This design comes from an exercise in tuning for small area and a short achievable clock period on the open sky130 flow, not from production work. RTL that was checked went through simulation tests only; none was proved equivalent to the original. For runs 5 to 7, only the layout was checked, not whether the RTL still works. In every run shown here, the design's own scripts or RTL, not TritonCTS, make the clock network. The clock input has no modelled driver; a real chip could not lean on it and would need a root buffer or a full tree. No activity file was given, so power comes from the tool's default toggle rates.

==> design/flow/flow/run.sh <==
#!/bin/bash
# Layout flow: the standard ORFS flow (standard.sh), with these changes:
#  - synthesis is the standard flow's own script (synth_recipe.tcl), except for its final
#    ABC mapping call: the logic feeding the first-stage registers (the input
#    cone of wire nrm, on the paths from the inputs) is mapped first with
#    flow/abc_stage1.script (delay-driven mapping and sizing), then the rest
#    with flow/abc_map.script (area mapping, sized to a looser delay target);
#    Yosys's own quick ABC pass inside synth is skipped (SYNTH_ARGS -noabc)
#    so that this mapping starts from the RTL's AND/inverter network, and the
#    half/full-adder extraction is left out (ADDER_MAP_FILE empty);
#  - the port buffers that global placement inserts are buf_1 cells;
#  - after CTS, flow/clock_one_buffer.tcl replaces the clock tree with one
#    clock buffer driving all the registers (there are only 20), and gives
#    the input ports' buffers the cell INPUT_BUF_CELL when that is set.
# Each step's full output goes to a log file in this folder (synth.log,
# layout.log), and ORFS's own per-step logs stay under orfs/logs/.
set -euo pipefail
W=$PWD
F=$W/flow

# Synthesis script: synth_recipe.tcl with the abc call redirected.
{
  head -n 1 synth_recipe.tcl
  cat <<TCL
proc abc {args} {
  set i [lsearch -exact \$args -script]
  if {[file exists {$F/abc_stage1.script}]} {
    # The logic feeding the first-stage registers (the cone of wire nrm)
    # is mapped first, with its own script.
    set a1 \$args
    lset a1 [expr {\$i + 1}] {$F/abc_stage1.script}
    yosys abc {*}\$a1 w:nrm %ci*
  }
  lset args [expr {\$i + 1}] {$F/abc_map.script}
  yosys abc {*}\$args
}
TCL
  tail -n +2 synth_recipe.tcl
} > own_synth.tcl

VARS=(
  "SYNTH_SCRIPT=$W/own_synth.tcl"
  "BUFFER_PORTS_ARGS=-buffer_cell sky130_fd_sc_hd__buf_1"
  "ADDER_MAP_FILE="
  "SYNTH_ARGS=-noabc"
  "POST_CTS_TCL=$F/clock_one_buffer.tcl"
  "CLOCK_ONE_BUFFER_CELL=sky130_fd_sc_hd__clkbuf_8"
  "INPUT_BUF_CELL=sky130_fd_sc_hd__buf_2"
)
bash standard.sh "${VARS[@]}" synth > synth.log 2>&1
bash standard.sh "${VARS[@]}" finish > layout.log 2>&1
==> design/flow/flow/abc_stage1.script <==
strash
map -D 400
topo
buffer -p
upsize -D 400
dnsize -D 400
==> design/flow/config.mk <==
export PLATFORM = sky130hd
export DESIGN_NAME = log2
export DESIGN_NICKNAME = log2
export VERILOG_FILES = /design/flow/design.v
export SDC_FILE = /design/flow/constraint.sdc
export NUM_CORES = 4
export LEC_CHECK = 0
export CAP_MARGIN = 20
export CORE_AREA = 2 2 62 62
export DIE_AREA = 0 0 64 64
export PLACE_DENSITY = 0.6
export SETUP_SLACK_MARGIN = 4.7
export SLEW_MARGIN = 20
==> design/flow/design.v <==
module log2 #(
  parameter int FRAC_W = 5,
  parameter int MANT_W = 16
) (
  input  logic              clk,
  input  logic              rst_n,
  input  logic [7:0]        x,
  input  logic              validx,
  output logic [FRAC_W+2:0] y,
  output logic              validy
);
  logic [9:0] nrm;
  logic a20, a21, a22, a24, a25, a26, a27, a28, a29, a31;
  logic a32, a33, a34, a35, a36, a37, a38, a39, a41, a42;
  logic a43, a44, a45, a46, a47, a49, a50, a51, a52, a54;
  logic a55, a56, a57, a58, a59, a60, a61, a62, a63, a64;
  logic a66, a67, a68, a69, a70, a71, a73, a74, a75, a77;
  logic a78;
  assign nrm[0] = x[0] & x[7];
  assign a20 = x[6] & ~x[7];
  assign a21 = x[0] & a20;
  assign a22 = x[1] & x[7];
  assign nrm[1] = a21 | a22;
  assign a24 = ~x[6] & ~x[7];
  assign a25 = x[5] & a24;
  assign a26 = x[0] & a25;
  assign a27 = x[1] & a20;
  assign a28 = x[2] & x[7];
  assign a29 = ~a27 & ~a28;
  assign nrm[2] = a26 | ~a29;
  assign a31 = x[1] & a25;
  assign a32 = ~x[5] & ~x[7];
  assign a33 = x[0] & ~x[6];
  assign a34 = x[4] & a33;
  assign a35 = a32 & a34;
  assign a36 = x[2] & a20;
  assign a37 = x[3] & x[7];
  assign a38 = ~a36 & ~a37;
  assign a39 = ~a35 & a38;
  assign nrm[3] = a31 | ~a39;
  assign a41 = x[1] & ~x[5];
  assign a42 = ~x[7] & ~a41;
  assign a43 = x[4] & ~a20;
  assign a44 = ~a42 & a43;
  assign a45 = x[3] & a20;
  assign a46 = ~a44 & ~a45;
  assign a47 = ~x[4] & ~x[5];
  assign nrm[9] = ~a24 | ~a47;
  assign a49 = x[0] & x[3];
  assign a50 = ~nrm[9] & a49;
  assign a51 = x[2] & a25;
  assign a52 = ~a50 & ~a51;
  assign nrm[4] = ~a46 | ~a52;
  assign a54 = x[2] & a32;
  assign a55 = ~a20 & ~a54;
  assign a56 = ~x[3] & a33;
  assign a57 = ~x[4] & ~a56;
  assign a58 = ~a55 & ~a57;
  assign a59 = x[1] & ~x[4];
  assign a60 = a24 & a59;
  assign a61 = ~x[5] & ~a60;
  assign a62 = x[3] & ~x[6];
  assign a63 = ~x[7] & ~a62;
  assign a64 = ~a61 & ~a63;
  assign nrm[5] = a58 | a64;
  assign a66 = a32 & a56;
  assign a67 = x[4] & ~x[7];
  assign a68 = ~x[6] & ~a67;
  assign a69 = ~a54 & a68;
  assign a70 = ~a66 & a69;
  assign a71 = a61 & a63;
  assign nrm[6] = ~a70 & ~a71;
  assign a73 = a32 & ~a59;
  assign a74 = a55 & ~a73;
  assign a75 = x[3] & ~nrm[9];
  assign nrm[7] = a74 | a75;
  assign a77 = ~x[2] & ~x[3];
  assign a78 = a47 & ~a77;
  assign nrm[8] = ~a24 | a78;
  localparam logic [6:0] MINV = 7'b0000000;
  logic [2:0] e_q;
  logic [6:0] m_q;
  logic       v_q;
  always_ff @(posedge clk) begin
    e_q <= nrm[9:7];
    m_q <= nrm[6:0] ^ MINV;
    v_q <= rst_n & validx;
  end
  logic [4:0] f;
  logic [6:0] m;
  assign m = m_q ^ MINV;
  logic b13, b14, b15, b16, b17, b18, b19, b20, b21, b22;
  logic b23, b24, b25, b26, b27, b28, b29, b30, b31, b32;
  logic b33, b34, b35, b36, b37, b38, b39, b40, b41, b42;
  logic b43, b44, b45, b46, b47, b48, b49, b50, b51, b52;
  logic b53, b54, b55, b56, b57, b58, b59, b60, b61, b62;
  logic b63, b65, b66, b67, b68, b69, b70, b71, b72, b73;
  logic b75, b76, b77, b79, b80;
  assign b13 = m[1] & m[2];
  assign b14 = ~m[3] & ~b13;
  assign b15 = ~m[1] & m[2];
  assign b16 = m[0] & ~b15;
  assign b17 = ~m[1] & ~b16;
  assign b18 = b14 & ~b17;
  assign b19 = m[0] & m[1];
  assign b20 = ~m[2] & ~b19;
  assign b21 = m[1] & ~m[4];
  assign b22 = ~m[3] & b21;
  assign b23 = ~b20 & ~b22;
  assign b24 = ~b18 & ~b23;
  assign b25 = m[4] & ~b13;
  assign b26 = m[3] & m[4];
  assign b27 = m[5] & ~b26;
  assign b28 = ~b25 & b27;
  assign b29 = ~b24 & b28;
  assign b30 = ~m[0] & m[3];
  assign b31 = ~m[4] & ~m[5];
  assign b32 = ~b30 & b31;
  assign b33 = m[6] & ~b32;
  assign b34 = b13 & ~b33;
  assign b35 = m[6] & ~b34;
  assign b36 = ~b29 & b35;
  assign b37 = m[3] & ~m[5];
  assign b38 = b19 & ~b37;
  assign b39 = ~m[2] & ~b21;
  assign b40 = ~b27 & b39;
  assign b41 = ~b38 & b40;
  assign b42 = b36 & ~b41;
  assign b43 = m[3] & b16;
  assign b44 = ~m[4] & ~b43;
  assign b45 = ~m[5] & ~b44;
  assign b46 = b15 & ~b37;
  assign b47 = m[0] & b26;
  assign b48 = ~m[0] & ~m[3];
  assign b49 = ~m[4] & b48;
  assign b50 = m[1] & ~b49;
  assign b51 = ~b47 & ~b50;
  assign b52 = ~m[2] & ~b51;
  assign b53 = ~b46 & ~b52;
  assign b54 = ~b45 & b53;
  assign b55 = ~m[1] & ~m[2];
  assign b56 = b25 & ~b55;
  assign b57 = ~m[6] & ~b47;
  assign b58 = ~b56 & b57;
  assign b59 = ~m[5] & ~b58;
  assign b60 = b15 & ~b48;
  assign b61 = b59 & ~b60;
  assign b62 = ~m[6] & ~b61;
  assign b63 = ~b54 & b62;
  assign f[0] = b42 | b63;
  assign b65 = m[5] & ~b36;
  assign b66 = ~b59 & ~b65;
  assign b67 = ~m[3] & ~b34;
  assign b68 = m[3] & b34;
  assign b69 = ~b67 & ~b68;
  assign b70 = ~b66 & ~b69;
  assign b71 = m[2] & b37;
  assign b72 = b66 & ~b71;
  assign b73 = ~b14 & b72;
  assign f[1] = b70 | b73;
  assign b75 = ~b67 & ~b72;
  assign b76 = m[4] & b75;
  assign b77 = ~m[4] & ~b75;
  assign f[2] = ~b76 & ~b77;
  assign b79 = m[5] & b76;
  assign b80 = ~m[5] & ~b76;
  assign f[3] = ~b79 & ~b80;
  assign f[4] = m[6] | b79;
  always_ff @(posedge clk) begin
    y      <= {e_q, f};
    validy <= rst_n & v_q;
  end
endmodule
==> design/flow/constraint.sdc <==
create_clock -name core_clock -period 7.0 [get_ports {clk}]
set_input_delay 1.4000 -clock core_clock [delete_from_list [all_inputs] [get_ports {clk}]]
set_output_delay 1.4000 -clock core_clock [all_outputs]
set_load 0.01 [all_outputs]
==> design/flow/standard.sh <==
#!/bin/bash
# synth_recipe.tcl (not shown) runs the flow's synth.tcl, then flattens the netlist and writes it again
# the make line also repeats each setting of config.mk as NAME=value (left out here)
make -C /OpenROAD-flow-scripts/flow DESIGN_CONFIG=/design/flow/config.mk WORK_HOME=/design/flow/orfs CLKGATE_MAP_FILE= SYNTH_SCRIPT=/design/flow/synth_recipe.tcl "${@:-finish}"
==> design/flow/flow/abc_map.script <==
strash
amap
topo
buffer -p
upsize -D 1450
dnsize -D 1450
==> design/flow/flow/clock_one_buffer.tcl <==
# POST_CTS_TCL hook: the design has only a few registers, so CTS's two-level
# tree (a root buffer, leaf buffers and dummy loads) is replaced by a single
# clock buffer that drives every register's clock pin; every register still
# gets its clock through a buffer, the same one for all.
set block [ord::get_db_block]
set port_net [[$block findBTerm clk] getNet]
set sinks {}
set tree {}
set tree_nets {}
set todo [list $port_net]
# Walk the clock network from the port: registers are sinks, everything else
# on it (buffers, inverters, dummy loads) belongs to the tree.
while {[llength $todo]} {
  set net [lindex $todo 0]
  set todo [lrange $todo 1 end]
  foreach it [$net getITerms] {
    if {![$it isInputSignal]} continue
    set inst [$it getInst]
    if {[[$inst getMaster] isSequential]} {
      lappend sinks $it
    } elseif {[lsearch $tree $inst] < 0} {
      lappend tree $inst
      foreach ot [$inst getITerms] {
        if {[$ot isOutputSignal] && [$ot getNet] ne "NULL"} {
          lappend todo [$ot getNet]
          lappend tree_nets [$ot getNet]
        }
      }
    }
  }
}
puts "clock_one_buffer: [llength $sinks] clock sinks, removing [llength $tree] tree cells"
set xs 0; set ys 0
foreach it $sinks {
  lassign [[$it getInst] getLocation] x y
  set xs [expr {$xs + $x}]; set ys [expr {$ys + $y}]
  $it disconnect
}
foreach inst $tree { odb::dbInst_destroy $inst }
foreach net [lsort -unique $tree_nets] { odb::dbNet_destroy $net }
set master [[ord::get_db] findMaster $::env(CLOCK_ONE_BUFFER_CELL)]
set buf [odb::dbInst_create $block $master clkbuf_0_clk]
set net [odb::dbNet_create $block clknet_0_clk]
$net setSigType CLOCK
[$buf findITerm A] connect $port_net
[$buf findITerm X] connect $net
foreach it $sinks { $it connect $net }
set n [llength $sinks]
$buf setLocation [expr {int($xs / $n)}] [expr {int($ys / $n)}]
$buf setPlacementStatus PLACED
detailed_placement
check_placement -verbose
estimate_parasitics -placement
report_clock_skew

# Optionally give the input ports' buffers a stronger cell of the same
# function (the paths from the inputs are the design's longest).
if {[info exists ::env(INPUT_BUF_CELL)] && $::env(INPUT_BUF_CELL) ne ""} {
  set bm [[ord::get_db] findMaster $::env(INPUT_BUF_CELL)]
  foreach bt [$block getBTerms] {
    if {[$bt getIoType] ne "INPUT" || [$bt getName] eq "clk"} continue
    foreach it [[$bt getNet] getITerms] {
      set inst [$it getInst]
      if {[string match "sky130_fd_sc_hd__buf_*" [[$inst getMaster] getName]]} { $inst swapMaster $bm }
    }
  }
  detailed_placement
  estimate_parasitics -placement
}

# Optionally the same for the output ports' buffers.
if {[info exists ::env(OUTPUT_BUF_CELL)] && $::env(OUTPUT_BUF_CELL) ne ""} {
  set bm [[ord::get_db] findMaster $::env(OUTPUT_BUF_CELL)]
  foreach bt [$block getBTerms] {
    if {[$bt getIoType] ne "OUTPUT"} continue
    foreach it [[$bt getNet] getITerms] {
      set inst [$it getInst]
      if {[$it isOutputSignal] && [string match "sky130_fd_sc_hd__buf_*" [[$inst getMaster] getName]]} { $inst swapMaster $bm }
    }
  }
  detailed_placement
  estimate_parasitics -placement
}
==> results of run 1 <==
==> logic make-up (layout without fill, tap and decap cells) <==
| group | after synthesis | after routing | synth area share |
|---|---|---|---|
| flops | 20 | 20 | 0.468 |
| compound gates | 37 | 37 | 0.281 |
| buf+inv | 18 | 37 | 0.0804 |
| simple gates | 32 | 32 | 0.171 |
==> power by group through the flow <==
| stage | clock, mW | sequential, mW | combinational (mW) |
|---|---|---|---|
| 6_report | 0.0381 | 0.132 | 0.0470 |
| 2_1_floorplan | 0 | 0.136 | 0.0282 |
| 3_3_place_gp | 0 | 0.134 | 0.0449 |
| 5_1_grt | 0.0455 | 0.134 | 0.0528 |
| 3_5_place_dp | 0 | 0.135 | 0.0453 |
==> cells in the mapped netlist <==
master,count
dfxtp_1,20
inv_1,17
o21ai_0,10
nand2_1,9
nor2_1,9
a21oi_1,6
nand3_1,6
nand4_1,3
o22ai_1,3
a22oi_1,2
a31oi_1,2
nor2b_1,2
o2111ai_1,2
o21ai_1,2
a211oi_1,1
a222oi_1,1
a32oi_1,1
and2_1,1
buf_2,1
nor2_2,1
nor3_1,1
o21a_1,1
o221ai_1,1
o22a_2,1
o2bb2ai_1,1
o311ai_1,1
o31ai_1,1
o32ai_1,1
==> layout make-up <==
class                           count  area share
Tap cell                           46      0.0572
Buffer                              1      0.0137
Multi-Input combinational cell     69       0.384
Timing Repair Buffer               19      0.0833
Sequential cell                    20       0.398
Inverter                           17      0.0634
==> final timing paths <==
check	from	endpoint	slack, ns	cells past startpoint
worst max-delay path	x[7]	m_q[6]	4.95	4
worst min-delay path	e_q[0]	y[5]	0.34	0
worst max register to register	m_q[1]	y[3]	5.01	11
worst min register to register	e_q[0]	y[5]	0.34	0
==> per-stage QoR <==
stage | instances | setup slack (ns) | cell area (µm²) | util
after floorplan | 107 | 5.07 | 856 | -
after global placement | 171 | 4.79 | 980 | 0.289
after detailed placement | 171 | 4.74 | 980 | 0.289
after global routing | 172 | 4.71 | 1010 | 0.297
final | 172 | 4.95 | 1010 | 0.297
==> flip-flops by register name, summed over array words and instances, names as in the netlist <==
signal,count
validy,1
y,8
m_q,7
e_q,3
v_q,1
==> layer usage <==
metal / track usage / wire length [µm]
met5: 0 / 0
met3: 0.0194 / 132
met2: 0.159 / 895
met4: 0.0245 / 0
met1: 0.102 / 824
==> worst reg2reg max path, stage by stage (launching register included) <==
cell	delay, ns
dfxtp_1	0.39
inv_1	0.11
nor2_1	0.17
o22a_2	0.16
a21oi_1	0.04
o311ai_1	0.29
a21oi_1	0.14
o21ai_1	0.12
o21ai_1	0.11
nor2_1	0.18
inv_1	0.07
a22oi_1	0.14
==> results by group, run 1 <==
Outcome
  • Status: complete, no violations

Routing
  • Drt drc: 0
  • DRT iter0 DRCs: 52
  • Routed Antenna Nets: 0
  • Via Count: 844
  • Routed wire length: 1850 µm
  • DRT Pass-1 Iters: 4
  • Via density: 4.91
  • Drt wl/cell: 10.8 µm

Power
  • LEAKAGE: 0.423 nW
  • Final Total Pwr: 0.217 mW
  • Clock group share of total power: 0.175
  • Worst vdd ir: 74.1 µV
  • Sw Share: 0.278
  • Sequential power share: 0.608
  • Pwr/cell area: 216 nW/µm²
  • Internal: 0.157 mW
  • Sw Pwr: 0.0605 mW
  • Combinational share of power: 0.216

Placement
  • Hpwl dp: 1460 µm
  • Buffers on Ports: 19
  • GPL Wtd Cong: 0.922

Yosys
  • Synth Area per Inst: 8.00 µm²
  • Ranking of synthesized cells by area: dfxtp_1 47%, inv_1 7.5%, o21ai_0 5.8%, nand2_1 3.9%, nor2_1 3.9%
  • Seq/Total Area, Yosys: 0.468
  • Distinct cells, synth: 28
  • Synth warn: 1
  • Synthesized area: 856 µm²
  • Synthesized flop and latch total: 20
  • Synth Instances: 107
  • Post-synth top area share: 0.468
  • Post-synth net total: 118
  • Largest area contributor in the netlist: dfxtp_1

GRT
  • Initial antenna violation count: 0
  • First-pass GRT wire length: 3070 µm
  • GRT Total Usage: 0.0875
  • Largest net degree at the start of global routing: 21
  • Vias in the first global route: 777
  • GR Overflow Total: 0

Die
  • Boundary pin count: 20
  • Chip Width: 64 µm
  • Die H: 64 µm
  • Initial core utilization: 0.252
  • Die area: 4100 µm²
  • # rows: 21
  • Core Box Area: 3390 µm²

Layout
  • FILL cells: 381
  • Syn-to-layout area delta: 17.5%
  • Number of antenna diodes: 0
  • Flip-flop and latch area: 400 µm²
  • Most frequent cells in the layout: 20 x dfxtp_1, 17 x inv_1, 10 x o21ai_0, 10 x buf_2
  • Multi-input gate area: 387 µm²
  • Most common cell after layout, fill and taps aside: dfxtp_1
  • NumNets Final: 139
  • Fraction of layout cells with a size suffix above 1: 0.103

Critical path
  • Critical path endpoint category: flop
  • Crit-path slowest cell: nor2_1
  • CP max stage delay: 0.25 ns
  • Critical-path cell list: buf_2 > nor2_1 > nand4_1 > a32oi_1
  • Critical Path AT: 2.13 ns
  • CP Launch Type: input pin
  • WP data required: 7.09 ns
  • CP bufs+invs: 1
  • CP Class: input pin to flop
  • Delay-heaviest family, CP: simple AND/OR/NAND/NOR gates
  • Crit-path max FO: 5

STA
  • Hold WS: 0.339 ns
  • RSZ-0062 raised after global routing: no
  • Slew Limit Headroom: 0.781
  • Final Skew: 0.000811 ns
  • Fmax: 489 MHz
  • Setup TNS: 0 ns
  • Hold Violations, Final: 0
  • Fin crit period: 2.05 ns
  • Final Max Tran Viols: 0
  • Final Setup Violations: 0
  • Worst Tran Pin Value: 0.326 ns
  • Final worst-path cycle share: 0.292

Clock tree
  • Clock sink total: 20
  • Clock latency (worst-skew pair): 0.16 ns
  • Clock-pin slew on the worst setup and hold paths: 0.10 ns

Run
  • Max_cap viols: 0

Worst hold path
  • Worst Hold Class: flop to flop
==> run 2: changes to the inputs <==
==> design/flow/flow/abc_map.script (replaced) <==
strash
amap
topo
buffer -p
upsize -D 1400
dnsize -D 1400
--- a/design/flow/config.mk
+++ b/design/flow/config.mk
@@ -10,4 +10,4 @@
 export DIE_AREA = 0 0 64 64
 export PLACE_DENSITY = 0.6
-export SETUP_SLACK_MARGIN = 4.7
+export SETUP_SLACK_MARGIN = 4.95
 export SLEW_MARGIN = 20
==> run 2 against run 1 <==
Net effect:
- still clean
- worst setup slack better by 0.043 ns
- worst hold slack worse by 0.0016 ns
- sequential cell count unchanged
- clock skew about the same
- total power up 2.1%
- combinational power up 9.4%
- sequential share of layout area down 1.3 points
- largest power group unchanged
==> results by group, run 2 <==
STA
  • Final Skew: 0.000537 ns
  • Worst setup margin: 5.00 ns
  • Fmax: 499 MHz
  • Final Max Tran Viols: 0
  • Hold Violations, Final: 0
  • Final Setup Violations: 0
  • Slew Limit Headroom: 0.799
  • Final worst-path cycle share: 0.286
  • RSZ-0062 raised after global routing: no
  • Fin crit period: 2.00 ns
  • Setup TNS: 0 ns
  • Worst Tran Pin Value: 0.298 ns

Layout
  • Number of antenna diodes: 0
  • Reg with most FFs: y
  • Most frequent cells in the layout: 18 x dfxtp_1, 18 x buf_2, 16 x inv_1
  • Fraction of layout cells with a size suffix above 1: 0.230
  • Core Util, Final: 0.309
  • Fin area: 1050 µm²
  • Max reg flops: 8
  • NumNets Final: 139
  • FILL cells: 362
  • Syn-to-layout area delta: 21.8%
  • Regs by FF count: y (8), m_q (7), e_q (3)

Yosys
  • Distinct cells, synth: 29
  • Post-synth net total: 118
  • Seq/Total Area, Yosys: 0.466
  • Async SR Flop Fraction: 0
  • Largest area contributor in the netlist: dfxtp_1
  • Synthesized flop and latch total: 20
  • Synth Area per Inst: 8.03 µm²
  • Synthesized area: 860 µm²
  • Post-synth EDFFs: 0
  • Ranking of synthesized cells by area: dfxtp_1 47%, inv_1 7.0%, o21ai_0 5.8%, nand2_1 3.9%, a21oi_1 3.5%
  • Synth Instances: 107
  • Post-synth top flop: dfxtp_1
  • Commonest cells post-synth: 20 x dfxtp_1, 16 x inv_1, 10 x o21ai_0
  • Cell with the most instances after synthesis: dfxtp_1
  • Synth warn: 1
  • Post-synth top area share: 0.466

Placement
  • Area after DPL: 983 µm²
  • GPL Wtd Cong: 0.926
  • Hpwl dp: 1470 µm
  • Worst slack at placement: 4.75 ns
  • Buffers on Ports: 19

Routing
  • Via Count: 868
  • Routed wire length: 1900 µm
  • Via density: 5.05
  • Routed Antenna Nets: 0
  • DRT Pass-1 Iters: 5
  • Drt drc: 0
  • Drt wl/cell: 11.0 µm
  • DRT iter0 DRCs: 38

Critical path
  • Critical-path cell list: buf_6
  • CP bufs+invs: 1
  • Crit-path max FO: 1
  • CP max stage delay: 0.33 ns
  • Critical path endpoint category: output port
  • Delay-heaviest family, CP: flip-flops
  • WP data required: 5.60 ns
  • Critical Path AT: 0.60 ns
  • Crit-path slowest cell: dfxtp_2
  • CP Class: flop to output port
  • CP Launch Type: flop

Power
  • Worst vdd ir: 63.1 µV
  • Final Total Pwr: 0.222 mW
  • Pwr/cell area: 212 nW/µm²
  • LEAKAGE: 0.451 nW

GRT
  • GR Overflow Total: 0
  • Initial antenna violation count: 0
  • Largest net degree at the start of global routing: 21
  • First-pass GRT wire length: 3020 µm
  • GRT Total Usage: 0.0878
  • Vias in the first global route: 754

Die
  • Boundary pin count: 20
  • Chip Width: 64 µm
  • Core Box Area: 3390 µm²
  • Initial core utilization: 0.254
  • Die area: 4100 µm²
  • # rows: 21
  • Die H: 64 µm

Clock tree
  • Clock-pin slew on the worst setup and hold paths: 0.10 ns
  • Clock latency (worst-skew pair): 0.16 ns
  • Clock sink total: 20

Worst hold path
  • Worst Hold Class: flop to flop

Outcome
  • Status: complete, no violations

Run
  • Max_cap viols: 0
run 2: worst paths after layout:
check | start | cells after the start | slack, ns | to
worst max-delay path | y[7] | 1 | 5.00 | y[7]
worst max register to register | m_q[2] | 11 | 5.08 | y[4]
worst min-delay path | e_q[1] | 0 | 0.34 | y[6]
worst min register to register | e_q[1] | 0 | 0.34 | y[6]
run 2: logic make-up after synthesis:
family                 count (synthesis)  share of synthesized area
AOI/OAI and AO/OA                     37                      0.278
buffers and inverters                 18                     0.0801
and+or+nand+nor                       32                      0.176
DFF                                   20                      0.466
run 2: power by group:
part	internal [mW]	switching (mW)	leakage (nW)
combinational	0.0205	0.0308	0.277
sequential	0.126	0.00663	0.167
clock	0.0133	0.0247	0.00719
run 2: final cells by class:
class | instances | area, µm² | share of cell area
well taps | 46 | 57.6 | 0.0550
multi-input cells | 69 | 408 | 0.389
repair buffers | 19 | 101 | 0.0968
flip-flops and latches | 20 | 403 | 0.385
inverters | 17 | 63.8 | 0.0609
plain buffers | 1 | 13.8 | 0.0131
run 2: through the flow:
step / cells / hold WS [ns]
2_1_floorplan: 107 / 0.310
3_3_place_gp: 171 / 0.310
3_5_place_dp: 171 / 0.312
5_1_grt: 172 / 0.343
6_report: 172 / 0.337
run 2: routing by layer:
layer | up-vias | track usage | routed length [µm]
met2 | 47 | 0.161 | 956
met1 | 399 | 0.108 | 798
met5 | - | 0 | 0
li1 | 422 | - | -
met4 | 0 | 0.00815 | 0
met3 | 0 | 0.0176 | 144
==> run 3: changes to the inputs <==
--- a/design/flow/flow/run.sh
+++ b/design/flow/flow/run.sh
@@ -46,5 +46,4 @@
   "POST_CTS_TCL=$F/clock_one_buffer.tcl"
   "CLOCK_ONE_BUFFER_CELL=sky130_fd_sc_hd__clkbuf_8"
-  "INPUT_BUF_CELL=sky130_fd_sc_hd__buf_2"
 )
 bash standard.sh "${VARS[@]}" synth > synth.log 2>&1
==> run 3 against run 2 <==
Net effect:
- still clean
- clock power is essentially flat
- synthesized area is the same
- sequential power is essentially flat
- sequential cell count is the same
- worst hold slack is essentially flat
- worst setup slack lost 0.00058 ns
- total power shrank 0.16%
- maximum frequency is essentially flat
- highest routed layer is now met4
==> results by group, run 3 <==
Placement
  • Hpwl dp: 1470 µm
  • Cells after DPL: 171
  • Area after DPL: 983 µm²
  • GPL Wtd Cong: 0.926
  • Buffers on Ports: 19

Yosys
  • Synthesized area: 860 µm²
  • Post-synth top flop: dfxtp_1
  • Post-synth EDFFs: 0
  • Synth warn: 1
  • Post-synth net total: 118
  • Seq/Total Area, Yosys: 0.466
  • Ranking of synthesized cells by area: dfxtp_1 47%, inv_1 7.0%, o21ai_0 5.8%, nand2_1 3.9%, a21oi_1 3.5%
  • Commonest cells post-synth: 20 x dfxtp_1, 16 x inv_1, 10 x o21ai_0
  • Largest area contributor in the netlist: dfxtp_1
  • Synthesized flop and latch total: 20
  • Post-synth top area share: 0.466
  • Distinct cells, synth: 29
  • Synth Instances: 107
  • Synth Area per Inst: 8.03 µm²
  • Async SR Flop Fraction: 0
  • Cell with the most instances after synthesis: dfxtp_1

Die
  • Die H: 64 µm
  • Die area: 4100 µm²
  • # rows: 21
  • Boundary pin count: 20
  • Initial core utilization: 0.254
  • Core Box Area: 3390 µm²
  • Chip Width: 64 µm

Layout
  • Fraction of layout cells with a size suffix above 1: 0.183
  • NumNets Final: 139
  • Fin cells: 172
  • Syn-to-layout area delta: 22.1%
  • Number of antenna diodes: 0
  • Reg with most FFs: y
  • Most frequent cells in the layout: 18 x dfxtp_1, 16 x inv_1, 9 x o21ai_0
  • Fin area: 1050 µm²
  • Regs by FF count: y (8), m_q (7), e_q (3)
  • Max reg flops: 8
  • Core Util, Final: 0.310
  • Most common cell after layout, fill and taps aside: dfxtp_1

STA
  • Slew Limit Headroom: 0.801
  • Final Setup Violations: 0
  • Final worst-path cycle share: 0.286
  • Worst Tran Pin Value: 0.296 ns
  • Fmax: 499 MHz
  • RSZ-0062 raised after global routing: no
  • Hold WS: 0.337 ns
  • Final Max Tran Viols: 0
  • Hold Violations, Final: 0
  • Setup TNS: 0 ns
  • Fin crit period: 2.00 ns
  • Final Skew: 0.000473 ns

Critical path
  • R2r setup slk: 5.08 ns
  • R2r endpoint: y[4]
  • CP Launch Type: input pin
  • Worst r2r src: m_q[2]
  • R2R cell count: 11
  • Critical Path AT: 2.05 ns
  • Critical path endpoint category: flop
  • Crit-path max FO: 6
  • Crit path launch: x[7]
  • CP Class: input pin to flop
  • WP data required: 7.04 ns

Outcome
  • Status: complete, no violations

GRT
  • GRT Total Usage: 0.0863
  • Vias in the first global route: 743
  • Largest net degree at the start of global routing: 21
  • GR Overflow Total: 0
  • First-pass GRT wire length: 2970 µm
  • Initial antenna violation count: 0

Power
  • Sw Pwr: 0.0622 mW
  • Clock group share of total power: 0.171
  • Sw Share: 0.281
  • Combinational share of power: 0.232
  • Internal: 0.159 mW
  • Pwr/cell area: 211 nW/µm²
  • Worst vdd ir: 64.4 µV
  • Sequential power share: 0.597
  • LEAKAGE: 0.434 nW

Routing
  • Drt wl/cell: 10.9 µm
  • Drt drc: 0
  • DRT iter0 DRCs: 48
  • Via density: 4.98
  • DRT Pass-1 Iters: 4
  • Via Count: 856
  • Routed wire length: 1880 µm
  • Routed Antenna Nets: 0

Clock tree
  • Clock sink total: 20
  • Clock-pin slew on the worst setup and hold paths: 0.10 ns
  • Clock latency (worst-skew pair): 0.16 ns

Worst hold path
  • Worst hold stages: 0
  • Worst Hold Class: flop to flop
  • Worst Min Path Start: e_q[1]
  • Hold endpoint: y[6]

Run
  • Max_cap viols: 0
-- run 3: layout make-up --
type / instances / area (µm²)
plain buffers: 1 / 13.8
fillers: 359 / 2340
inverters: 17 / 63.8
multi-input cells: 69 / 419
flip-flops and latches: 20 / 403
well taps: 46 / 57.6
repair buffers: 19 / 92.6
-- run 3: critical path: stages --
cell and delay [ns]:
clkbuf_2 0.15, inv_1 0.17, nand2_2 0.12, nand3_1 0.10
o2111ai_1 0.10
-- run 3: kinds of logic after synthesis --
kind of cell    after synthesis  share of synthesized area
compound gates               37                      0.278
flops                        20                      0.466
simple gates                 32                      0.176
buf+inv                      18                     0.0801
-- run 3: layer usage --
metal | track usage | share of wire | vias up
met5 | 0 | 0 | -
met4 | 0.00815 | 0.022 | 0
met3 | 0.0176 | 0.074 | 6
met2 | 0.156 | 0.49 | 48
met1 | 0.108 | 0.41 | 380
li1 | - | - | 422
-- run 3: worst max-delay path by stage --
stage | end | slack (ns) | depth (start not counted)
after global placement | m_q[5] | 4.79 | 5
after floorplan | m_q[4] | 5.07 | 4
after global routing | e_q[0] | 4.94 | 5
final | m_q[4] | 5.00 | 5
after detailed placement | m_q[5] | 4.75 | 5
-- run 3: metrics by stage --
stage / setup slack [ns] / total power, mW
floorplan: 5.07 / 0.165
global placement: 4.79 / 0.180
detailed placement: 4.75 / 0.181
global route: 4.94 / 0.235
finish: 5.00 / 0.221
-- run 3: power by group through the flow --
stage / clock network [mW] / logic, mW / registers [mW]
global placement: 0 / 0.0451 / 0.135
finish: 0.0378 / 0.0514 / 0.132
floorplan: 0 / 0.0286 / 0.136
detailed placement: 0 / 0.0458 / 0.135
global route: 0.0440 / 0.0569 / 0.134
==> run 4: changes to the inputs <==
==> design/flow/flow/run.sh (replaced) <==
#!/bin/bash
# Layout flow: the standard ORFS flow (standard.sh) with two changes:
#  - synthesis is the standard flow's own script, except that its final ABC mapping call
#    uses flow/abc_map.script (area-oriented mapping of the AND/inverter
#    network in the RTL) in place of ORFS's speed script;
#    Yosys's own quick ABC pass inside synth is skipped (SYNTH_ARGS -noabc)
#    so that this mapping starts from the RTL's network, and the
#    half/full-adder extraction is left out (ADDER_MAP_FILE empty);
#  - the port buffers that global placement inserts are buf_1 cells;
#  - after CTS, flow/clock_one_buffer.tcl replaces the clock tree with one
#    clock buffer driving all the registers (there are only 20).
# Each step's full output goes to a log file in this folder, and ORFS's own
# per-step logs stay under orfs/logs/.
set -euo pipefail
W=$PWD
F=$W/flow

# Synthesis script: synth_recipe.tcl with the abc call redirected.
{
  head -n 1 synth_recipe.tcl
  cat <<TCL
proc abc {args} {
  set i [lsearch -exact \$args -script]
  if {[file exists {$F/abc_stage1.script}]} {
    # The logic feeding the first-stage registers (the cone of wire nrm)
    # is mapped first, with its own script.
    set a1 \$args
    lset a1 [expr {\$i + 1}] {$F/abc_stage1.script}
    yosys abc {*}\$a1 w:nrm %ci*
  }
  lset args [expr {\$i + 1}] {$F/abc_map.script}
  yosys abc {*}\$args
}
TCL
  tail -n +2 synth_recipe.tcl
} > own_synth.tcl

VARS=(
  "SYNTH_SCRIPT=$W/own_synth.tcl"
  "BUFFER_PORTS_ARGS=-buffer_cell sky130_fd_sc_hd__buf_1"
  "ADDER_MAP_FILE="
  "SYNTH_ARGS=-noabc"
  "POST_CTS_TCL=$F/clock_one_buffer.tcl"
  "CLOCK_ONE_BUFFER_CELL=sky130_fd_sc_hd__clkbuf_8"
  "INPUT_BUF_CELL=sky130_fd_sc_hd__buf_2"
)
bash standard.sh "${VARS[@]}" synth > synth.log 2>&1
bash standard.sh "${VARS[@]}" finish > layout.log 2>&1
--- a/design/flow/config.mk
+++ b/design/flow/config.mk
@@ -10,4 +10,4 @@
 export DIE_AREA = 0 0 64 64
 export PLACE_DENSITY = 0.6
-export SETUP_SLACK_MARGIN = 4.95
+export SETUP_SLACK_MARGIN = 4.7
 export SLEW_MARGIN = 20
==> run 4 against run 3 <==
Net effect:
- first-iteration DRC count shrank 15%
- die area is the same
- final area shrank 3.8%
- register-to-register slack lost 0.06 ns
- global-route usage grew 0.15 points
- critical path depth shrank 4
- clock power is essentially flat
- synthesized area is the same
- sequential power is essentially flat
- final cell count is the same
- critical path type is now flop to output port
==> results by group, run 4 <==
GRT
  • Initial antenna violation count: 0
  • First-pass GRT wire length: 3020 µm
  • Largest net degree at the start of global routing: 21
  • GR Overflow Total: 0
  • Vias in the first global route: 754
  • GRT Total Usage: 0.0878

Critical path
  • R2r setup slk: 5.02 ns
  • Crit path launch: y[7]
  • Crit-path slowest cell: dfxtp_1
  • Crit-path max FO: 1
  • Worst r2r src: m_q[3]
  • Critical Path Stages: 1
  • R2R cell count: 9
  • WP data required: 5.60 ns
  • Critical path endpoint category: output port
  • R2r endpoint: y[4]
  • Critical Path AT: 0.64 ns
  • CP max stage delay: 0.33 ns
  • CP Launch Type: flop
  • Worst Setup EP: y[7]
  • Critical-path cell list: buf_1
  • CP Class: flop to output port
  • Delay-heaviest family, CP: flip-flops
  • CP bufs+invs: 1

Layout
  • Fin area: 1010 µm²
  • Most common cell after layout, fill and taps aside: dfxtp_1
  • Regs by FF count: y (8), m_q (7), e_q (3)
  • Max reg flops: 8
  • Number of antenna diodes: 0
  • Reg with most FFs: y
  • Syn-to-layout area delta: 17.5%
  • FILL cells: 364
  • Fraction of layout cells with a size suffix above 1: 0.119
  • Most frequent cells in the layout: 20 x dfxtp_1, 16 x inv_1, 10 x o21ai_0, 10 x buf_2
  • NumNets Final: 139
  • Fin cells: 172

Routing
  • Via density: 4.88
  • DRT iter0 DRCs: 41
  • Routed Antenna Nets: 0
  • Via Count: 840
  • Drt drc: 0
  • Drt wl/cell: 10.6 µm
  • DRT Pass-1 Iters: 5
  • Routed wire length: 1820 µm

Yosys
  • Synth Area per Inst: 8.03 µm²
  • Commonest cells post-synth: 20 x dfxtp_1, 16 x inv_1, 10 x o21ai_0
  • Synthesized flop and latch total: 20
  • Largest area contributor in the netlist: dfxtp_1
  • Post-synth net total: 118
  • Synth Instances: 107
  • Synthesized area: 860 µm²
  • Async SR Flop Fraction: 0
  • Distinct cells, synth: 29
  • Post-synth EDFFs: 0
  • Post-synth top area share: 0.466
  • Seq/Total Area, Yosys: 0.466
  • Ranking of synthesized cells by area: dfxtp_1 47%, inv_1 7.0%, o21ai_0 5.8%, nand2_1 3.9%, a21oi_1 3.5%
  • Post-synth top flop: dfxtp_1
  • Synth warn: 1
  • Cell with the most instances after synthesis: dfxtp_1

Die
  • Boundary pin count: 20
  • Chip Width: 64 µm
  • Initial core utilization: 0.254
  • Die area: 4100 µm²
  • # rows: 21
  • Die H: 64 µm
  • Core Box Area: 3390 µm²

Worst hold path
  • Worst Min Path Start: e_q[1]
  • Worst Hold Class: flop to flop
  • Worst hold stages: 0

Placement
  • Buffers on Ports: 19
  • Area after DPL: 983 µm²
  • Hpwl dp: 1470 µm
  • GPL Wtd Cong: 0.926
  • Cells after DPL: 171

Power
  • Clock group share of total power: 0.174
  • Sw Share: 0.278
  • Internal: 0.157 mW
  • Sequential power share: 0.608
  • Combinational share of power: 0.218
  • Worst vdd ir: 63.9 µV
  • LEAKAGE: 0.422 nW
  • Pwr/cell area: 215 nW/µm²
  • Sw Pwr: 0.0605 mW

STA
  • Setup TNS: 0 ns
  • Worst Tran Pin Value: 0.344 ns
  • Fmax: 489 MHz
  • Slew Limit Headroom: 0.768
  • RSZ-0062 raised after global routing: no
  • Final Skew: 0.000476 ns
  • Fin crit period: 2.04 ns
  • Final Max Tran Viols: 0
  • Final worst-path cycle share: 0.292
  • Final Setup Violations: 0
  • Hold Violations, Final: 0

Run
  • Max_cap viols: 0

Clock tree
  • Clock latency (worst-skew pair): 0.16 ns
  • Clock sink total: 20
  • Clock-pin slew on the worst setup and hold paths: 0.10 ns

Outcome
  • Status: complete, no violations
run 4: cell counts after synthesis:
No cell type changed its count.
run 4: logic make-up (layout without fill, tap and decap cells):
logic type / count (synthesis) / count (layout) / synth area share
AO/OA/AOI/OAI: 37 / 37 / 0.278
AND/OR/NAND/NOR: 32 / 32 / 0.176
flip-flops: 20 / 20 / 0.466
buffers and inverters: 18 / 37 / 0.0801
run 4: worst min path at each step:
stage / endpoint / slack, ns
finish: y[6] / 0.34
detailed placement: y[6] / 0.31
floorplan: y[5] / 0.31
global route: y[6] / 0.34
global placement: y[6] / 0.31
run 4: power by group through the flow:
stage | combinational (mW) | sequential, mW | clock, mW
5_1_grt | 0.0529 | 0.134 | 0.0440
3_3_place_gp | 0.0451 | 0.135 | 0
3_5_place_dp | 0.0458 | 0.135 | 0
6_report | 0.0473 | 0.132 | 0.0378
2_1_floorplan | 0.0286 | 0.136 | 0
run 4: final cells by class:
type / count / area [µm²] / area share
sequential: 20 / 400 / 0.397
multi-input combinational: 69 / 390 / 0.387
timing repair buffer: 19 / 83.8 / 0.0830
inverter: 17 / 63.8 / 0.0632
tap: 46 / 57.6 / 0.0570
buffer: 1 / 13.8 / 0.0136
run 4: metrics by stage:
stage                     setup slack (ns)  total power, mW  hold WS [ns]  utilization
after global routing                  4.79            0.231         0.343        0.298
after global placement                4.79            0.180         0.310        0.290
after floorplan                       5.07            0.165         0.310            -
after detailed placement              4.75            0.181         0.312        0.290
final                                 4.96            0.217         0.337        0.298
run 4: layer usage:
metal | up-vias | track usage | share of wire
met2 | 39 | 0.160 | 0.49
li1 | 424 | - | -
met1 | 377 | 0.109 | 0.43
met3 | 0 | 0.0176 | 0.077
met4 | 0 | 0.00815 | 0
met5 | - | 0 | 0
==> run 5: changes to the inputs <==
--- a/design/flow/design.v
+++ b/design/flow/design.v
@@ -12,9 +12,8 @@
   logic [9:0] nrm;
   logic a20, a21, a22, a24, a25, a26, a27, a28, a29, a31;
-  logic a32, a33, a34, a35, a36, a37, a38, a39, a41, a42;
-  logic a43, a44, a45, a46, a47, a49, a50, a51, a52, a54;
+  logic a32, a33, a34, a35, a36, a37, a38, a39, a41, a43;
+  logic a44, a45, a46, a47, a48, a49, a50, a51, a53, a54;
   logic a55, a56, a57, a58, a59, a60, a61, a62, a63, a64;
-  logic a66, a67, a68, a69, a70, a71, a73, a74, a75, a77;
-  logic a78;
+  logic a66, a67, a69, a70, a71, a72, a74, a75;
   assign nrm[0] = x[0] & x[7];
   assign a20 = x[6] & ~x[7];
@@ -31,6 +30,6 @@
   assign a31 = x[1] & a25;
   assign a32 = ~x[5] & ~x[7];
-  assign a33 = x[0] & ~x[6];
-  assign a34 = x[4] & a33;
+  assign a33 = x[0] & x[4];
+  assign a34 = ~x[6] & a33;
   assign a35 = a32 & a34;
   assign a36 = x[2] & a20;
@@ -39,43 +38,40 @@
   assign a39 = ~a35 & a38;
   assign nrm[3] = a31 | ~a39;
-  assign a41 = x[1] & ~x[5];
-  assign a42 = ~x[7] & ~a41;
-  assign a43 = x[4] & ~a20;
-  assign a44 = ~a42 & a43;
-  assign a45 = x[3] & a20;
-  assign a46 = ~a44 & ~a45;
-  assign a47 = ~x[4] & ~x[5];
-  assign nrm[9] = ~a24 | ~a47;
-  assign a49 = x[0] & x[3];
-  assign a50 = ~nrm[9] & a49;
-  assign a51 = x[2] & a25;
-  assign a52 = ~a50 & ~a51;
-  assign nrm[4] = ~a46 | ~a52;
-  assign a54 = x[2] & a32;
-  assign a55 = ~a20 & ~a54;
-  assign a56 = ~x[3] & a33;
-  assign a57 = ~x[4] & ~a56;
-  assign a58 = ~a55 & ~a57;
-  assign a59 = x[1] & ~x[4];
-  assign a60 = a24 & a59;
+  assign a41 = ~x[4] & ~x[5];
+  assign nrm[9] = ~a24 | ~a41;
+  assign a43 = x[0] & ~nrm[9];
+  assign a44 = ~a20 & ~a43;
+  assign a45 = x[3] & ~a44;
+  assign a46 = x[1] & ~x[5];
+  assign a47 = ~x[6] & a46;
+  assign a48 = ~x[7] & ~a47;
+  assign a49 = x[4] & ~a48;
+  assign a50 = x[2] & a25;
+  assign a51 = ~a49 & ~a50;
+  assign nrm[4] = a45 | ~a51;
+  assign a53 = x[0] & ~x[3];
+  assign a54 = ~nrm[9] & a53;
+  assign a55 = x[4] & ~x[7];
+  assign a56 = ~a54 & ~a55;
+  assign a57 = x[2] & a32;
+  assign a58 = ~x[6] & ~a57;
+  assign a59 = ~a56 & ~a58;
+  assign a60 = x[1] & ~nrm[9];
   assign a61 = ~x[5] & ~a60;
   assign a62 = x[3] & ~x[6];
   assign a63 = ~x[7] & ~a62;
   assign a64 = ~a61 & ~a63;
-  assign nrm[5] = a58 | a64;
-  assign a66 = a32 & a56;
-  assign a67 = x[4] & ~x[7];
-  assign a68 = ~x[6] & ~a67;
-  assign a69 = ~a54 & a68;
-  assign a70 = ~a66 & a69;
-  assign a71 = a61 & a63;
-  assign nrm[6] = ~a70 & ~a71;
-  assign a73 = a32 & ~a59;
-  assign a74 = a55 & ~a73;
-  assign a75 = x[3] & ~nrm[9];
-  assign nrm[7] = a74 | a75;
-  assign a77 = ~x[2] & ~x[3];
-  assign a78 = a47 & ~a77;
-  assign nrm[8] = ~a24 | a78;
+  assign nrm[5] = a59 | a64;
+  assign a66 = a56 & a58;
+  assign a67 = a61 & a63;
+  assign nrm[6] = ~a66 & ~a67;
+  assign a69 = x[1] & ~x[2];
+  assign a70 = ~x[3] & ~a69;
+  assign a71 = ~x[4] & ~a70;
+  assign a72 = a32 & ~a71;
+  assign nrm[7] = ~a20 & ~a72;
+  assign a74 = ~x[2] & ~x[3];
+  assign a75 = a41 & ~a74;
+  assign nrm[8] = ~a24 | a75;
   localparam logic [6:0] MINV = 7'b0000000;
   logic [2:0] e_q;
--- a/design/flow/flow/run.sh
+++ b/design/flow/flow/run.sh
@@ -43,5 +43,4 @@
   "POST_CTS_TCL=$F/clock_one_buffer.tcl"
   "CLOCK_ONE_BUFFER_CELL=sky130_fd_sc_hd__clkbuf_8"
-  "INPUT_BUF_CELL=sky130_fd_sc_hd__buf_2"
 )
 bash standard.sh "${VARS[@]}" synth > synth.log 2>&1
==> design/flow/flow/abc_map.script (replaced) <==
strash
amap
topo
--- a/design/flow/flow/clock_one_buffer.tcl
+++ b/design/flow/flow/clock_one_buffer.tcl
@@ -68,16 +68,2 @@
   estimate_parasitics -placement
 }
-
-# Optionally the same for the output ports' buffers.
-if {[info exists ::env(OUTPUT_BUF_CELL)] && $::env(OUTPUT_BUF_CELL) ne ""} {
-  set bm [[ord::get_db] findMaster $::env(OUTPUT_BUF_CELL)]
-  foreach bt [$block getBTerms] {
-    if {[$bt getIoType] ne "OUTPUT"} continue
-    foreach it [[$bt getNet] getITerms] {
-      set inst [$it getInst]
-      if {[$it isOutputSignal] && [string match "sky130_fd_sc_hd__buf_*" [[$inst getMaster] getName]]} { $inst swapMaster $bm }
-    }
-  }
-  detailed_placement
-  estimate_parasitics -placement
-}
removed: design/flow/flow/abc_stage1.script
==> run 5 against run 4 <==
Net effect:
- final area fell by 0.12%
- core utilization about the same
- final cell count is 0.58% higher
- sequential power hardly changed
- critical path depth increased by 5
- clock power is 5% higher
- total power increased by 0.28%
- worst setup slack got worse by 0.21 ns
- clock skew barely moved
- wire length about the same
- combinational power shrank 2%
- critical endpoint is now m_q[4]
- largest power group unchanged
==> results by group, run 5 <==
Critical path
  • Crit path launch: x[5]
  • Worst r2r src: m_q[3]
  • CP Launch Type: input pin
  • R2r setup slk: 4.88 ns
  • R2R cell count: 8
  • Crit-path max FO: 4
  • R2r endpoint: y[3]
  • Critical path endpoint category: flop
  • Critical Path AT: 2.30 ns
  • WP data required: 7.05 ns
  • Worst Setup EP: m_q[4]
  • CP Class: input pin to flop

Yosys
  • Post-synthesis mux area share: 0
  • Commonest cells post-synth: 20 x dfxtp_1, 19 x clkinv_1, 15 x nor2_1
  • Post-synth top area share: 0.475
  • Distinct cells, synth: 24
  • Synth Area per Inst: 7.94 µm²
  • Post-synthesis compound-gate area fraction: 0.284
  • Simple logic cell fraction of the synthesized area: 0.156
  • Largest area contributor in the netlist: dfxtp_1
  • Post-synth EDFFs: 0
  • Largest family of logic cells by synthesized area: compound AO/OA/AOI/OAI gates
  • Synth warn: 1
  • Synth Area in XOR/XNOR: 0
  • Synthesized area: 842 µm²
  • Post-synth net total: 117
  • Synth Instances: 106
  • Seq/Total Area, Yosys: 0.475
  • Adder-cell share of the synthesized area: 0
  • Ranking of synthesized cells by area: dfxtp_1 48%, clkinv_1 8.5%, o21ai_0 7.1%, nor2_1 6.7%, a21oi_1 4.2%
  • Async SR Flop Fraction: 0
  • Post-synth top flop: dfxtp_1
  • Synthesized flop and latch total: 20
  • Cell with the most instances after synthesis: dfxtp_1

Die
  • Die H: 64 µm
  • # rows: 21
  • Core Box Area: 3390 µm²
  • Initial core utilization: 0.248
  • Chip Width: 64 µm
  • Boundary pin count: 20
  • Die area: 4100 µm²

GRT
  • Vias in the first global route: 667
  • GR Overflow Total: 0
  • First-pass GRT wire length: 2660 µm
  • Largest net degree at the start of global routing: 21
  • Top Usage Layer GRT: met2
  • Grt met3 use: 0.0123
  • Initial antenna violation count: 0
  • GRT Total Usage: 0.0784
  • Grt met1 use: 0.107
  • Routing usage on met2: 0.125

Routing
  • Routed wire length: 1820 µm
  • Via density: 4.86
  • DRT Pass-1 Iters: 4
  • Drt drc: 0
  • Routed Antenna Nets: 0
  • Via Count: 841
  • DRT iter0 DRCs: 60
  • Drt wl/cell: 10.5 µm

Layout
  • Number of antenna diodes: 0
  • Fraction of layout cells with a size suffix above 1: 0.0866
  • Max reg flops: 8
  • Reg with most FFs: y
  • Most frequent cells in the layout: 18 x dfxtp_1, 16 x clkinv_1, 16 x buf_1
  • Regs by FF count: y (8), m_q (7), e_q (3)
  • Syn-to-layout area delta: 19.8%
  • NumNets Final: 140
  • Most common cell after layout, fill and taps aside: dfxtp_1

Placement
  • Hpwl dp: 1350 µm
  • Buffers on Ports: 19
  • GPL Wtd Cong: 0.869

STA
  • Fin crit period: 2.25 ns
  • Hold Violations, Final: 0
  • Final Skew: 0.000838 ns
  • Setup TNS: 0 ns
  • Final Setup Violations: 0
  • Fmax: 444 MHz
  • Worst Tran Pin Value: 0.488 ns
  • Slew Limit Headroom: 0.671
  • Final Max Tran Viols: 0
  • RSZ-0062 raised after global routing: no
  • Final worst-path cycle share: 0.322

Power
  • Final Total Pwr: 0.218 mW
  • Worst vdd ir: 84.8 µV
  • Pwr/cell area: 216 nW/µm²
  • LEAKAGE: 0.361 nW

Clock tree
  • Clock sink total: 20
  • Clock latency (worst-skew pair): 0.16 ns
  • Clock-pin slew on the worst setup and hold paths: 0.11 ns

Worst hold path
  • Worst Hold Class: flop to flop

Outcome
  • Status: complete, no violations

Run
  • Max_cap viols: 0
[run 5: cell count changes in the layout (fill, tap and decap cells not counted), moves of 3 or more]
cell      delta
clkinv_1    +16
nand2_1      -4
buf_2       -10
nor2_1       +8
nor2_2       -3
buf_1        +7
nand3_1      -4
inv_1       -16
clkbuf_2     +3
[run 5: worst min-delay path by stage]
| stage | from | endpoint | cells after the start |
|---|---|---|---|
| global route | e_q[1] | y[6] | 0 |
| finish | e_q[1] | y[6] | 0 |
| floorplan | e_q[0] | y[5] | 0 |
| detailed placement | e_q[0] | y[5] | 0 |
| global placement | e_q[1] | y[6] | 0 |
[run 5: cell families after synthesis]
group / Yosys count
buffers and inverters: 19
DFF: 20
AOI/OAI and AO/OA: 37
and+or+nand+nor: 30
[run 5: power by group]
group / internal, mW / switching [mW]
clock: 0.0134 / 0.0263
sequential: 0.125 / 0.00656
combinational: 0.0178 / 0.0287
total: 0.156 / 0.0615
[run 5: layer usage]
metal	share of wire	vias to the layer above	routed length (µm)
met2	0.47	54	844
met4	0.015	0	27
met1	0.44	367	796
li1	-	416	-
met5	0	-	0
met3	0.081	4	147
[run 5: final cells by class]
type                       instances  area (µm²)
sequential                        20         403
buffer                             1        13.8
timing repair buffer              20        82.6
fill                             363        2380
inverter                          19        73.8
tap                               46        57.6
multi-input combinational         67         378
[run 5: metrics by stage]
stage	cells	hold slack, ns	setup slack, ns	cell area, µm²	util
after floorplan	106	0.310	4.82	842	-
after global placement	171	0.311	4.49	971	0.286
after detailed placement	171	0.314	4.37	971	0.286
final	173	0.340	4.75	1010	0.298
after global routing	173	0.349	4.70	1010	0.298
[run 5: worst max-delay path, cell delays in order]
cell and delay (ns):
clkbuf_2 0.13, clkinv_1 0.10, nand4_1 0.18, o21ai_1 0.09
a222oi_1 0.28, clkinv_1 0.11
==> run 6: changes to the inputs <==
==> design/flow/flow/abc_map.script (replaced) <==
strash
amap
topo
buffer -p
upsize -D 1400
dnsize -D 1400
==> design/flow/flow/abc_stage1.script (new file) <==
strash
map -D 400
topo
buffer -p
upsize -D 400
dnsize -D 400
==> run 6 against run 5 <==
Net effect:
- die area is the same
- first-iteration DRC count grew 1.7%
- sequential share of layout area is 0.30 points lower
- still clean
- clock skew barely moved
- clock power decreased by 1%
==> results by group, run 6 <==
Run
  • Max_cap viols: 0

STA
  • Final Setup Violations: 0
  • Slew Limit Headroom: 0.695
  • Hold Violations, Final: 0
  • RSZ-0062 raised after global routing: no
  • Worst setup margin: 4.83 ns
  • Final Skew: 0.000549 ns
  • Final Max Tran Viols: 0
  • Fmax: 461 MHz
  • Fin crit period: 2.17 ns
  • Setup TNS: 0 ns
  • Worst Tran Pin Value: 0.457 ns
  • Final worst-path cycle share: 0.310

Die
  • Die area: 4100 µm²
  • Die H: 64 µm
  • Boundary pin count: 20
  • Chip Width: 64 µm
  • Initial core utilization: 0.257
  • Core Box Area: 3390 µm²
  • # rows: 21

Yosys
  • Synth Area per Inst: 8.15 µm²
  • Seq/Total Area, Yosys: 0.459
  • Post-synth top area share: 0.459
  • Post-synthesis mux area share: 0
  • Synthesized area: 872 µm²
  • Simple logic cell fraction of the synthesized area: 0.181
  • Ranking of synthesized cells by area: dfxtp_1 46%, inv_1 6.9%, o21ai_0 6.3%, a21oi_1 3.4%, a22oi_1 3.4%
  • Largest area contributor in the netlist: dfxtp_1
  • Distinct cells, synth: 30
  • Adder-cell share of the synthesized area: 0
  • Synth warn: 1
  • Async SR Flop Fraction: 0
  • Synthesized flop and latch total: 20
  • Post-synth EDFFs: 0
  • Post-synth top flop: dfxtp_1
  • Synth Instances: 107
  • Post-synth net total: 118
  • Synth Area in XOR/XNOR: 0
  • Commonest cells post-synth: 20 x dfxtp_1, 16 x inv_1, 11 x o21ai_0
  • Largest family of logic cells by synthesized area: compound AO/OA/AOI/OAI gates
  • Post-synthesis compound-gate area fraction: 0.281
  • Cell with the most instances after synthesis: dfxtp_1

Critical path
  • CP Launch Type: input pin
  • Critical Path AT: 2.22 ns
  • Critical path endpoint category: flop
  • Crit path launch: x[7]
  • Crit-path max FO: 8
  • Worst r2r src: m_q[3]
  • WP data required: 7.05 ns
  • CP Class: input pin to flop
  • R2R cell count: 8

Power
  • Pwr/cell area: 215 nW/µm²
  • Worst vdd ir: 76.9 µV
  • Clock group share of total power: 0.181
  • Sequential power share: 0.606
  • Sw Pwr: 0.0611 mW
  • Combinational share of power: 0.213
  • Internal: 0.156 mW
  • Sw Share: 0.282
  • LEAKAGE: 0.398 nW
  • Final Total Pwr: 0.217 mW

Layout
  • Fin area: 1010 µm²
  • Number of antenna diodes: 0
  • Syn-to-layout area delta: 15.8%
  • Most frequent cells in the layout: 20 x dfxtp_1, 19 x buf_1, 16 x inv_1
  • Fraction of layout cells with a size suffix above 1: 0.0635
  • Regs by FF count: y (8), m_q (7), e_q (3)
  • Max reg flops: 8
  • Reg with most FFs: y
  • Most common cell after layout, fill and taps aside: dfxtp_1
  • NumNets Final: 139

Placement
  • GPL Wtd Cong: 0.888
  • Buffers on Ports: 19
  • Area after DPL: 996 µm²
  • Hpwl dp: 1380 µm
  • Worst slack at placement: 4.67 ns

GRT
  • Routing usage on met2: 0.145
  • GR Overflow Total: 0
  • Grt met3 use: 0.0176
  • Grt met1 use: 0.109
  • Largest net degree at the start of global routing: 21
  • Initial antenna violation count: 0
  • Vias in the first global route: 715
  • GRT Total Usage: 0.0849
  • Top Usage Layer GRT: met2
  • First-pass GRT wire length: 2900 µm

Clock tree
  • Clock latency (worst-skew pair): 0.16 ns
  • Clock-pin slew on the worst setup and hold paths: 0.11 ns
  • Clock sink total: 20

Routing
  • DRT iter0 DRCs: 61
  • Via Count: 821
  • Routed Antenna Nets: 0
  • Drt drc: 0
  • Via density: 4.77
  • Drt wl/cell: 10.4 µm
  • Routed wire length: 1780 µm
  • DRT Pass-1 Iters: 4

Worst hold path
  • Worst hold stages: 0
  • Worst Hold Class: flop to flop
  • Worst Min Path Start: e_q[1]

Outcome
  • Status: complete, no violations
-- run 6: layout make-up --
cell class,instances,area [µm²]
sequential,20,400
fill,346,2380
multi-input combinational,69,403
timing repair buffer,19,71.3
inverter,17,63.8
tap,46,57.6
buffer,1,13.8
-- run 6: metrics by stage --
| step | hold slack, ns | std cells | util |
|---|---|---|---|
| final | 0.338 | 172 | 0.298 |
| after global routing | 0.345 | 172 | 0.298 |
| after detailed placement | 0.313 | 171 | 0.294 |
| after global placement | 0.312 | 171 | 0.294 |
| after floorplan | 0.310 | 107 | - |
-- run 6: final timing paths --
path	slack, ns	to
worst max-delay path	4.83	m_q[6]
worst min-delay path	0.34	y[6]
worst max register to register	5.05	y[3]
worst min register to register	0.34	y[6]
-- run 6: critical path, cell delays in order --
cell	delay, ns
buf_1	0.35
nor2_4	0.12
a41oi_1	0.24
a22oi_1	0.10
-- run 6: cell families after synthesis --
family	Yosys count
AO/OA/AOI/OAI	38
flip-flops	20
buffers and inverters	18
AND/OR/NAND/NOR	31
-- run 6: routing by layer --
layer	wire [µm]	vias to the layer above
met4	14	0
met5	0	-
met3	115	2
met1	838	372
met2	814	32
li1	-	415
-- run 6: power by group through the flow --
stage                     clock (mW)  sequential [mW]  combinational [mW]
after floorplan                    0            0.135              0.0287
after global placement             0            0.134              0.0452
after detailed placement           0            0.134              0.0455
after global routing          0.0465            0.133              0.0516
final                         0.0393            0.131              0.0462
==> run 7: changes to the inputs <==
--- a/design/flow/design.v
+++ b/design/flow/design.v
@@ -21,31 +21,31 @@
   assign a22 = x[1] & x[7];
   assign nrm[1] = a21 | a22;
-  assign a24 = ~x[6] & ~x[7];
-  assign a25 = x[5] & a24;
-  assign a26 = x[0] & a25;
-  assign a27 = x[1] & a20;
-  assign a28 = x[2] & x[7];
-  assign a29 = ~a27 & ~a28;
-  assign nrm[2] = a26 | ~a29;
-  assign a31 = x[1] & a25;
-  assign a32 = ~x[5] & ~x[7];
-  assign a33 = x[0] & x[4];
+  assign a24 = x[1] & a20;
+  assign a25 = x[2] & x[7];
+  assign a26 = ~a24 & ~a25;
+  assign a27 = ~x[6] & ~x[7];
+  assign a28 = x[5] & a27;
+  assign a29 = x[0] & a28;
+  assign nrm[2] = ~a26 | a29;
+  assign a31 = ~x[5] & ~x[7];
+  assign a32 = x[0] & x[4];
+  assign a33 = a31 & a32;
   assign a34 = ~x[6] & a33;
-  assign a35 = a32 & a34;
-  assign a36 = x[2] & a20;
-  assign a37 = x[3] & x[7];
-  assign a38 = ~a36 & ~a37;
-  assign a39 = ~a35 & a38;
-  assign nrm[3] = a31 | ~a39;
+  assign a35 = x[2] & a20;
+  assign a36 = x[3] & x[7];
+  assign a37 = ~a35 & ~a36;
+  assign a38 = x[1] & a28;
+  assign a39 = a37 & ~a38;
+  assign nrm[3] = a34 | ~a39;
   assign a41 = ~x[4] & ~x[5];
-  assign nrm[9] = ~a24 | ~a41;
+  assign nrm[9] = ~a27 | ~a41;
   assign a43 = x[0] & ~nrm[9];
   assign a44 = ~a20 & ~a43;
   assign a45 = x[3] & ~a44;
-  assign a46 = x[1] & ~x[5];
-  assign a47 = ~x[6] & a46;
+  assign a46 = x[1] & ~x[6];
+  assign a47 = a31 & a46;
   assign a48 = ~x[7] & ~a47;
   assign a49 = x[4] & ~a48;
-  assign a50 = x[2] & a25;
+  assign a50 = x[2] & a28;
   assign a51 = ~a49 & ~a50;
   assign nrm[4] = a45 | ~a51;
@@ -54,8 +54,8 @@
   assign a55 = x[4] & ~x[7];
   assign a56 = ~a54 & ~a55;
-  assign a57 = x[2] & a32;
+  assign a57 = x[2] & a31;
   assign a58 = ~x[6] & ~a57;
   assign a59 = ~a56 & ~a58;
-  assign a60 = x[1] & ~nrm[9];
+  assign a60 = ~x[4] & a47;
   assign a61 = ~x[5] & ~a60;
   assign a62 = x[3] & ~x[6];
@@ -69,9 +69,9 @@
   assign a70 = ~x[3] & ~a69;
   assign a71 = ~x[4] & ~a70;
-  assign a72 = a32 & ~a71;
+  assign a72 = a31 & ~a71;
   assign nrm[7] = ~a20 & ~a72;
   assign a74 = ~x[2] & ~x[3];
   assign a75 = a41 & ~a74;
-  assign nrm[8] = ~a24 | a75;
+  assign nrm[8] = ~a27 | a75;
   localparam logic [6:0] MINV = 7'b0000000;
   logic [2:0] e_q;
==> design/flow/flow/abc_map.script (replaced) <==
strash
amap
topo
removed: design/flow/flow/abc_stage1.script
==> run 7 against run 6 <==
Net effect:
- maximum frequency shrank 2.1%
- final area fell by 1.2%
- total power grew 0.12%
- global-route usage barely moved
- combinational power decreased by 2%
- worst hold slack got worse by 0.0014 ns
- core utilization fell by 0.37 points
- wire length grew 3.0%
- sequential cell count did not move
==> results by group, run 7 <==
Yosys
  • Seq/Total Area, Yosys: 0.476
  • Synth warn: 1
  • Post-synth top flop: dfxtp_1
  • Post-synth top area share: 0.476
  • Largest area contributor in the netlist: dfxtp_1
  • Synthesized area: 841 µm²
  • Async SR Flop Fraction: 0
  • Distinct cells, synth: 22
  • Cell with the most instances after synthesis: dfxtp_1
  • Post-synth net total: 118
  • Adder-cell share of the synthesized area: 0
  • Ranking of synthesized cells by area: dfxtp_1 48%, clkinv_1 8.5%, o21ai_0 7.1%, nor2_1 6.3%, a21oi_1 4.8%
  • Largest family of logic cells by synthesized area: compound AO/OA/AOI/OAI gates
  • Commonest cells post-synth: 20 x dfxtp_1, 19 x clkinv_1, 14 x nor2_1
  • Synthesized flop and latch total: 20
  • Post-synthesis compound-gate area fraction: 0.281
  • Simple logic cell fraction of the synthesized area: 0.158
  • Post-synthesis mux area share: 0
  • Post-synth EDFFs: 0
  • Synth Instances: 107
  • Synth Area per Inst: 7.86 µm²
  • Synth Area in XOR/XNOR: 0

Power
  • Pwr/cell area: 218 nW/µm²
  • Final Total Pwr: 0.217 mW
  • LEAKAGE: 0.350 nW
  • Worst vdd ir: 93.7 µV

GRT
  • GR Overflow Total: 0
  • Vias in the first global route: 729
  • Initial antenna violation count: 0
  • GRT Total Usage: 0.0852
  • First-pass GRT wire length: 2980 µm
  • Largest net degree at the start of global routing: 21

Layout
  • Fraction of layout cells with a size suffix above 1: 0.0709
  • Reg with most FFs: y
  • Syn-to-layout area delta: 18.6%
  • Fin area: 997 µm²
  • FILL cells: 360
  • Max reg flops: 8
  • NumNets Final: 140
  • Number of antenna diodes: 0
  • Regs by FF count: y (8), m_q (7), e_q (3)
  • Most frequent cells in the layout: 18 x dfxtp_1, 18 x buf_1, 16 x clkinv_1
  • Fin cells: 173

Critical path
  • CP Class: input pin to flop
  • CP max stage delay: 0.18 ns
  • R2r setup slk: 4.84 ns
  • Critical-path cell list: buf_1 > clkinv_1 > nand4_1 > nor3_1 > a21oi_1 > o22ai_1
  • Crit-path slowest cell: buf_1
  • R2R cell count: 8
  • Worst Setup EP: m_q[5]
  • R2r endpoint: y[3]
  • Crit path launch: x[4]
  • CP Launch Type: input pin
  • WP data required: 7.05 ns
  • Crit-path max FO: 4
  • Critical path endpoint category: flop
  • Delay-heaviest family, CP: buffers and inverters
  • CP bufs+invs: 2
  • Critical Path Stages: 6
  • Critical Path AT: 2.27 ns
  • Worst r2r src: m_q[3]

Die
  • Core Box Area: 3390 µm²
  • Die area: 4100 µm²
  • Chip Width: 64 µm
  • Boundary pin count: 20
  • # rows: 21
  • Initial core utilization: 0.248
  • Die H: 64 µm

Placement
  • Hpwl dp: 1460 µm
  • Cells after DPL: 172
  • Buffers on Ports: 19
  • GPL Wtd Cong: 0.873
  • Area after DPL: 970 µm²

STA
  • Hold Violations, Final: 0
  • Slew Limit Headroom: 0.663
  • Final worst-path cycle share: 0.317
  • Fmax: 451 MHz
  • RSZ-0062 raised after global routing: no
  • Setup TNS: 0 ns
  • Fin crit period: 2.22 ns
  • Final Skew: 0.00105 ns
  • Worst Tran Pin Value: 0.500 ns
  • Final Max Tran Viols: 0
  • Final Setup Violations: 0

Clock tree
  • Clock-pin slew on the worst setup and hold paths: 0.11 ns
  • Clock latency (worst-skew pair): 0.16 ns
  • Clock sink total: 20

Run
  • Max_cap viols: 0

Routing
  • Drt wl/cell: 10.6 µm
  • Drt drc: 0
  • Via density: 4.79
  • DRT Pass-1 Iters: 6
  • Routed wire length: 1840 µm
  • Routed Antenna Nets: 0
  • Via Count: 828
  • DRT iter0 DRCs: 56

Outcome
  • Status: complete, no violations

Worst hold path
  • Worst Hold Class: flop to flop
==> run 7: changes by cell type after synthesis, moves of 3 or more <==
cell	delta
inv_1	-16
nand3_1	-3
clkinv_1	+19
nor2_1	+7
==> run 7: cells by family after synthesis <==
kind of cell | Yosys count
compound gates | 37
simple gates | 31
flops | 20
buf+inv | 19
==> run 7: worst register-to-register path, cell delays in order, from the launching register on <==
cell and delay [ns]:
dfxtp_1 0.53, a211oi_1 0.12, o21ai_0 0.43, o311ai_2 0.22
a21oi_1 0.23, o21ai_0 0.13, o21ai_0 0.12, nor2_1 0.11
a22oi_1 0.20
==> run 7: final cells by class <==
class | instances | area (µm²) | area share
Tap cell | 46 | 57.6 | 0.0577
Buffer | 1 | 13.8 | 0.0138
Multi-Input combinational cell | 68 | 379 | 0.380
Sequential cell | 20 | 403 | 0.404
Timing Repair Buffer | 19 | 72.6 | 0.0728
Inverter | 19 | 71.3 | 0.0715
==> run 7: how the worst min path moves through the flow <==
stage	cells after the start	startpoint	end
floorplan	0	e_q[0]	y[5]
global placement	0	e_q[1]	y[6]
detailed placement	0	e_q[1]	y[6]
global route	0	e_q[1]	y[6]
finish	0	e_q[1]	y[6]
==> run 7: routing by layer <==
metal / vias to the layer above / track usage / routed length, µm
li1: 418 / - / -
met1: 381 / 0.118 / 904
met2: 27 / 0.145 / 851
met3: 2 / 0.0106 / 69
met4: 0 / 0.0109 / 12
met5: - / 0 / 0
==> run 7: through the flow <==
step / setup slack, ns / utilization / hold slack [ns]
6_report: 4.78 / 0.294 / 0.337
5_1_grt: 4.66 / 0.294 / 0.350
3_5_place_dp: 4.47 / 0.286 / 0.313
3_3_place_gp: 4.43 / 0.286 / 0.310
2_1_floorplan: 4.86 / - / 0.310
==> run 7: report_power, final <==
group	leakage (nW)	switching, mW	total, mW	internal (mW)
clock	0.00719	0.0264	0.0397	0.0134
combinational	0.175	0.0283	0.0454	0.0171
sequential	0.168	0.00683	0.132	0.125

Re-timed with assumed drivers on the ports (clkbuf_16 on the clock, buf_2 on other inputs), run 7 has 4.782 ns of setup slack against 4.783 ns with ideal ports, and 4.600 ns once port delays also move by the mid clock arrival of 0.182 ns.
